Context: an optimization exercise on an open-source flow, tuned for small area, a short achievable clock period and few clock cycles per item. The choices shown serve that exercise and are no tape-out recipe. Where RTL was checked, it was by simulation tests only, not by an equivalence proof against the original. No activity file was given, so power comes from the tool's default toggle rates.

==> flow/design.v (excerpt) <==
module roce_pkt_gen_top (
  input  logic                    core_clk,
  input  logic                    core_aresetn,
  input  logic                    start_i,
  input  logic [47:0]             src_mac_i,
  input  logic [31:0]             src_ip_i,
  input  logic                    cfg_we_i,
  input  logic [2-1:0]    cfg_qp_i,
  input  logic [47:0]             cfg_mac_i,
  input  logic [31:0]             cfg_ip_i,
  input  logic [23:0]             cfg_psn_i,
  input  logic [512-1:0]      wqe_tdata_i,
  input  logic                    wqe_tvalid_i,
  input  logic                    tx_tready_i,
  output logic [512-1:0]      tx_tdata_o,
  output logic [64-1:0]  tx_tkeep_o,
  output logic                    tx_tvalid_o,
  output logic                    tx_tlast_o,
  output logic                    post_rd_wqe_o,
  output logic                    post_wr_wqe_o,
  output logic                    send_done_o,
  output logic                    read_done_o,
  output logic                    write_done_o
);
  function automatic logic [15:0] oc_add(input logic [15:0] a, input logic [15:0] b);
    logic [15:0] p, g, gp, pp, gn, pn;
    logic [15:0] c;
    p  = a ^ b;
    g  = a & b;
    gp = g;
    pp = p;
    for (int d = 1; d < 16; d = d * 2) begin
      gn = gp;
      pn = pp;
      for (int i = d; i < 16; i++) begin
        gn[i] = gp[i] | (pp[i] & gp[i-d]);
        pn[i] = pp[i] & pp[i-d];
      end
      gp = gn;
      pp = pn;
    end
    c[0] = gp[15];
    for (int i = 1; i < 16; i++) begin
      c[i] = gp[i-1] | (pp[i-1] & gp[15]);
    end
    oc_add = p ^ c;
  endfunction
  function automatic logic [23:0] add24(input logic [23:0] a, input logic [23:0] b);
    logic [23:0] p, g, gp, pp, gn, pn;
  ...
==> flow/config.mk <==
export PLATFORM = sky130hd
export DESIGN_NAME = roce_pkt_gen_top
export DESIGN_NICKNAME = roce_pkt_gen_top
export VERILOG_FILES = /design/flow/design.v
export SDC_FILE = /design/flow/constraint.sdc
export NUM_CORES = 4
export LEC_CHECK = 0
export CAP_MARGIN = 20
export CORE_AREA = 10 10 450 450
export DIE_AREA = 0 0 460 460
export SLEW_MARGIN = 20
==> flow/constraint.sdc <==
create_clock -name core_clock -period 10.0 [get_ports {core_clk}]
set_input_delay 2.0000 -clock core_clock [delete_from_list [all_inputs] [get_ports {core_clk}]]
set_output_delay 2.0000 -clock core_clock [all_outputs]
set_load 0.01 [all_outputs]
standard.sh (not shown) runs the stock make flow with config.mk's settings and CLKGATE_MAP_FILE= SYNTH_SCRIPT=/design/flow/synth_recipe.tcl, a recipe that flattens the netlist after the stock synthesis.
==> flow/flow/run.sh <==
#!/bin/bash
# Standard ORFS layout, with a larger setup margin for repair_timing and
# the smallest buffer on the ports.
set -euo pipefail
export SETUP_SLACK_MARGIN=6.5
export BUFFER_PORTS_ARGS="-buffer_cell sky130_fd_sc_hd__buf_1"
bash standard.sh > flow_standard.log 2>&1
Testbench counts at the start, summed over its fixed seeds: cycles 2,987, frames 768.
Edit:
--- a/flow/design.v
+++ b/flow/design.v
@@ -180,13 +180,13 @@
   assign accept   = tvalid_q & tx_tready_i;
   assign ld       = ~tvalid_q | tx_tready_i;    
   assign same     = tvalid_q & ~last_q;         
   logic n_send, n_read, n_ok, start_frame;
   assign n_send      = ~nf_q[4] & ~nf_q[3];
   assign n_read      = ~nf_q[4] &  nf_q[3];
-  assign n_ok        = started_q & ks_ok_q & ~(nf_q[4] & nf_q[3]) & (n_send | dfull_q);
+  assign n_ok        = started_q & ~(nf_q[4] & nf_q[3]) & (n_send | dfull_q);
   assign start_frame = ld & ~same & n_ok;
   logic       tvalid_d;
   logic [4:0] nf_d;
   assign tvalid_d = ~ld | same | n_ok;
   assign nf_d     = nf_q + 5'(start_frame);
   logic arrive, dfull_d, pend_n, can_req;
@@ -259,29 +259,21 @@
   always_comb begin
     rd_ctx = '0;
     for (int e = 0; e < 4; e++) begin
       rd_ctx = rd_ctx | ({104{soh_q[e]}} & tbl_ctx[e*104 +: 104]);
     end
   end
-  logic [15:0] csum_k, cs_x, cs_c;
-  logic [15:0] sip_q, ks_q;
-  logic        sip_ok_q, ks_ok_q;
+  logic [15:0] csum_k, ks_x, ks_c, cs_x, cs_c;
+  logic [15:0] ks_q;
   logic [15:0] csum;
   assign csum_k = n_send ? 16'h959b : n_read ? 16'h964f : 16'h954f;
+  assign ks_x = csum_k ^ src_ip_i[31:16] ^ src_ip_i[15:0];
+  assign ks_c = (csum_k & src_ip_i[31:16]) | (csum_k & src_ip_i[15:0]) |
+                (src_ip_i[31:16] & src_ip_i[15:0]);
   always_ff @(posedge core_clk) begin
-    sip_q <= oc_add(src_ip_i[31:16], src_ip_i[15:0]);
-    ks_q  <= oc_add(csum_k, sip_q);
-  end
-  always_ff @(posedge core_clk or negedge core_aresetn) begin
-    if (!core_aresetn) begin
-      sip_ok_q <= 1'b0;
-      ks_ok_q  <= 1'b0;
-    end else begin
-      sip_ok_q <= 1'b1;
-      ks_ok_q  <= sip_ok_q;
-    end
+    ks_q <= oc_add(ks_x, {ks_c[14:0], ks_c[15]});
   end
   assign cs_x = ks_q ^ rd_ctx.dst_ip[31:16] ^ rd_ctx.dst_ip[15:0];
   assign cs_c = (ks_q & rd_ctx.dst_ip[31:16]) | (ks_q & rd_ctx.dst_ip[15:0]) |
                 (rd_ctx.dst_ip[31:16] & rd_ctx.dst_ip[15:0]);
   assign csum = ~oc_add(cs_x, {cs_c[14:0], cs_c[15]});
   logic [15:0]  ip_len;
What happened: Global-route usage came out higher by 0.51 points. Routed wire length came out higher by a few percent. Sequential power came out lower by a few percent. Combinational power stays flat. Total power came out lower by a few percent. Core utilization came out lower by 0.22 points. Clock skew came out higher by 0.012 ns. Area after synthesis came out lower slightly. Sequential share of layout area came out lower by 0.34 points. Via count came out lower slightly. Maximum frequency came out lower by roughly a tenth.
For the second run of this note, only the layout was checked, not whether the RTL still works.


Another version of the RTL of roce_pkt_gen_top (not shown whole).
Size: roughly 2,400 cells after synthesis, about 840 flip-flops, ~1,300 I/O pins, ~33,000 um2 of cells after synthesis.
// roce_pkt_gen_top
module roce_pkt_gen_top (
  input  logic                    core_clk,
  input  logic                    core_aresetn,
  input  logic                    start_i,
  input  logic [47:0]             src_mac_i,
  input  logic [31:0]             src_ip_i,
  input  logic                    cfg_we_i,
  input  logic [2-1:0]    cfg_qp_i,
  input  logic [47:0]             cfg_mac_i,
  input  logic [31:0]             cfg_ip_i,
  input  logic [23:0]             cfg_psn_i,
  input  logic [512-1:0]      wqe_tdata_i,
  input  logic                    wqe_tvalid_i,
  input  logic                    tx_tready_i,
  output logic [512-1:0]      tx_tdata_o,
  output logic [64-1:0]  tx_tkeep_o,
  output logic                    tx_tvalid_o,
  output logic                    tx_tlast_o,
  output logic                    post_rd_wqe_o,
  output logic                    post_wr_wqe_o,
  output logic                    send_done_o,
  output logic                    read_done_o,
  output logic                    write_done_o
);
  function automatic logic [15:0] oc_add(input logic [15:0] a, input logic [15:0] b);
    logic [15:0] p, g, gp, pp, gn, pn;
    logic [15:0] c;
    p  = a ^ b;
    g  = a & b;
    gp = g;
    pp = p;
    for (int d = 1; d < 16; d = d * 2) begin
      gn = gp;
      pn = pp;
      for (int i = d; i < 16; i++) begin
        gn[i] = gp[i] | (pp[i] & gp[i-d]);
        pn[i] = pp[i] & pp[i-d];
      end
      gp = gn;
      pp = pn;
    end
    c[0] = gp[15];
    for (int i = 1; i < 16; i++) begin
      c[i] = gp[i-1] | (pp[i-1] & gp[15]);
    end
    oc_add = p ^ c;
  endfunction
  function automatic logic [23:0] add24(input logic [23:0] a, input logic [23:0] b);
    logic [23:0] p, g, gp, pp, gn, pn;
    p  = a ^ b;
    g  = a & b;
    gp = g;
    pp = p;
    for (int d = 1; d < 24; d = d * 2) begin
      gn = gp;
      pn = pp;
      for (int i = d; i < 24; i++) begin
        gn[i] = gp[i] | (pp[i] & gp[i-d]);
        pn[i] = pp[i] & pp[i-d];
      end
      gp = gn;
      pp = pn;
    end
    add24 = p ^ {gp[22:0], 1'b0};
  endfunction
  logic [3:0]            tbl_vld;
  logic [4*104-1:0]      tbl_ctx;
  gen_ctrl_pkg::qp_ctx_t cfg_ctx;
  assign cfg_ctx = {cfg_mac_i, cfg_ip_i, cfg_psn_i};
  qp_context_table i_qp_context_table (
  ...
clock: 10.0 ns
lec_check: 0
cap_margin: 20
core_area: 10 10 450 450
die_area: 0 0 460 460
slew_margin: 20
==> flow/flow/run.sh <==
#!/bin/bash
set -euo pipefail
export SETUP_SLACK_MARGIN=6.5
export BUFFER_PORTS_ARGS="-buffer_cell sky130_fd_sc_hd__buf_1"
export CTS_ARGS="-sink_clustering_enable -repair_clock_nets -dont_use_dummy_load -sink_clustering_size 12 -buf_list {sky130_fd_sc_hd__clkbuf_8} -root_buf sky130_fd_sc_hd__clkbuf_16"
bash standard.sh > flow_standard.log 2>&1
Testbench counts at the start, summed over its fixed seeds: cycles 2,987, frames 768.
Change:
--- a/flow/design.v
+++ b/flow/design.v
@@ -271,25 +271,23 @@
     rd_mac = '0;
     rd_psn = '0;
     for (int e = 0; e < 4; e++) begin
       rd_mac = rd_mac | ({48{soh_q[e]}} & tbl_ctx[e*104 + 56 +: 48]);
       rd_psn = rd_psn | ({24{soh_q[e]}} & tbl_ctx[e*104 +: 24]);
     end
   end
-  logic [15:0] csum_k, ks_x, ks_c, cs_x, cs_c;
-  logic [31:0] sip_q;
+  logic [15:0] csum_k, cs_x, cs_c;
+  logic [15:0] sip_q;
   logic [15:0] ks_q;
   logic        sip_ok_q, ks_ok_q;
   logic [15:0] csum;
   assign csum_k = n_send ? 16'h959b : n_read ? 16'h964f : 16'h954f;
-  assign ks_x = csum_k ^ sip_q[31:16] ^ sip_q[15:0];
-  assign ks_c = (csum_k & sip_q[31:16]) | (csum_k & sip_q[15:0]) | (sip_q[31:16] & sip_q[15:0]);
   always_ff @(posedge core_clk) begin
-    sip_q <= src_ip_i;
-    ks_q  <= oc_add(ks_x, {ks_c[14:0], ks_c[15]});
+    sip_q <= oc_add(src_ip_i[31:16], src_ip_i[15:0]);
+    ks_q  <= oc_add(csum_k, sip_q);
   end
   always_ff @(posedge core_clk or negedge core_aresetn) begin
     if (!core_aresetn) begin
       sip_ok_q <= 1'b0;
       ks_ok_q  <= 1'b0;
     end else begin
       sip_ok_q <= 1'b1;
=> Critical path depth decreases by 2. Clock skew went down by 15 ps. Utilization is higher by 0.20 points. Synthesized area drops by 0.58%. Wire length came out higher by 5.2%. Total power climbs by 0.99%. Count of clock-buffer cells in the layout rose by 1.
No functional check of the RTL was part of the second run of this note.

what the ideal ports hide:
The results above use ideal ports. As a check the final layouts listed here were re-extracted and re-timed, cells and wires unchanged. Step 1, drivers: a clkbuf_16 drives core_clk and a buf_2 each remaining input, both assumed. Step 2 also shifts input and output timing later by t, the mid clock arrival at the registers, as if the neighbouring blocks saw the same clock. a / b / c = ideal / step 1 / step 2; a / b = the first two.
| run | shift t [ns] | setup WS [ns] | worst setup path at the end | worst data-port slew with drivers (ns) |
|---|---|---|---|---|
| the first run of note 1 | 0.773 | 6.032 / 6.032 / 5.616 | input to register | 0.34 |
| the second run of note 1 | 0.784 | 5.580 / 5.566 / 4.781 | input to register | 0.31 |
| the first run of note 2 | 0.775 | 6.411 / 6.391 / 5.660 | input to register | 0.26 |
| the second run of note 2 | 0.777 | 6.410 / 6.344 / 5.686 | input to register | 0.28 |
After both steps setup and hold are still met in every run listed. The setup slack of the second run of note 1, which loses most, moves by -0.014 ns with the drivers and by -0.799 ns with both steps.
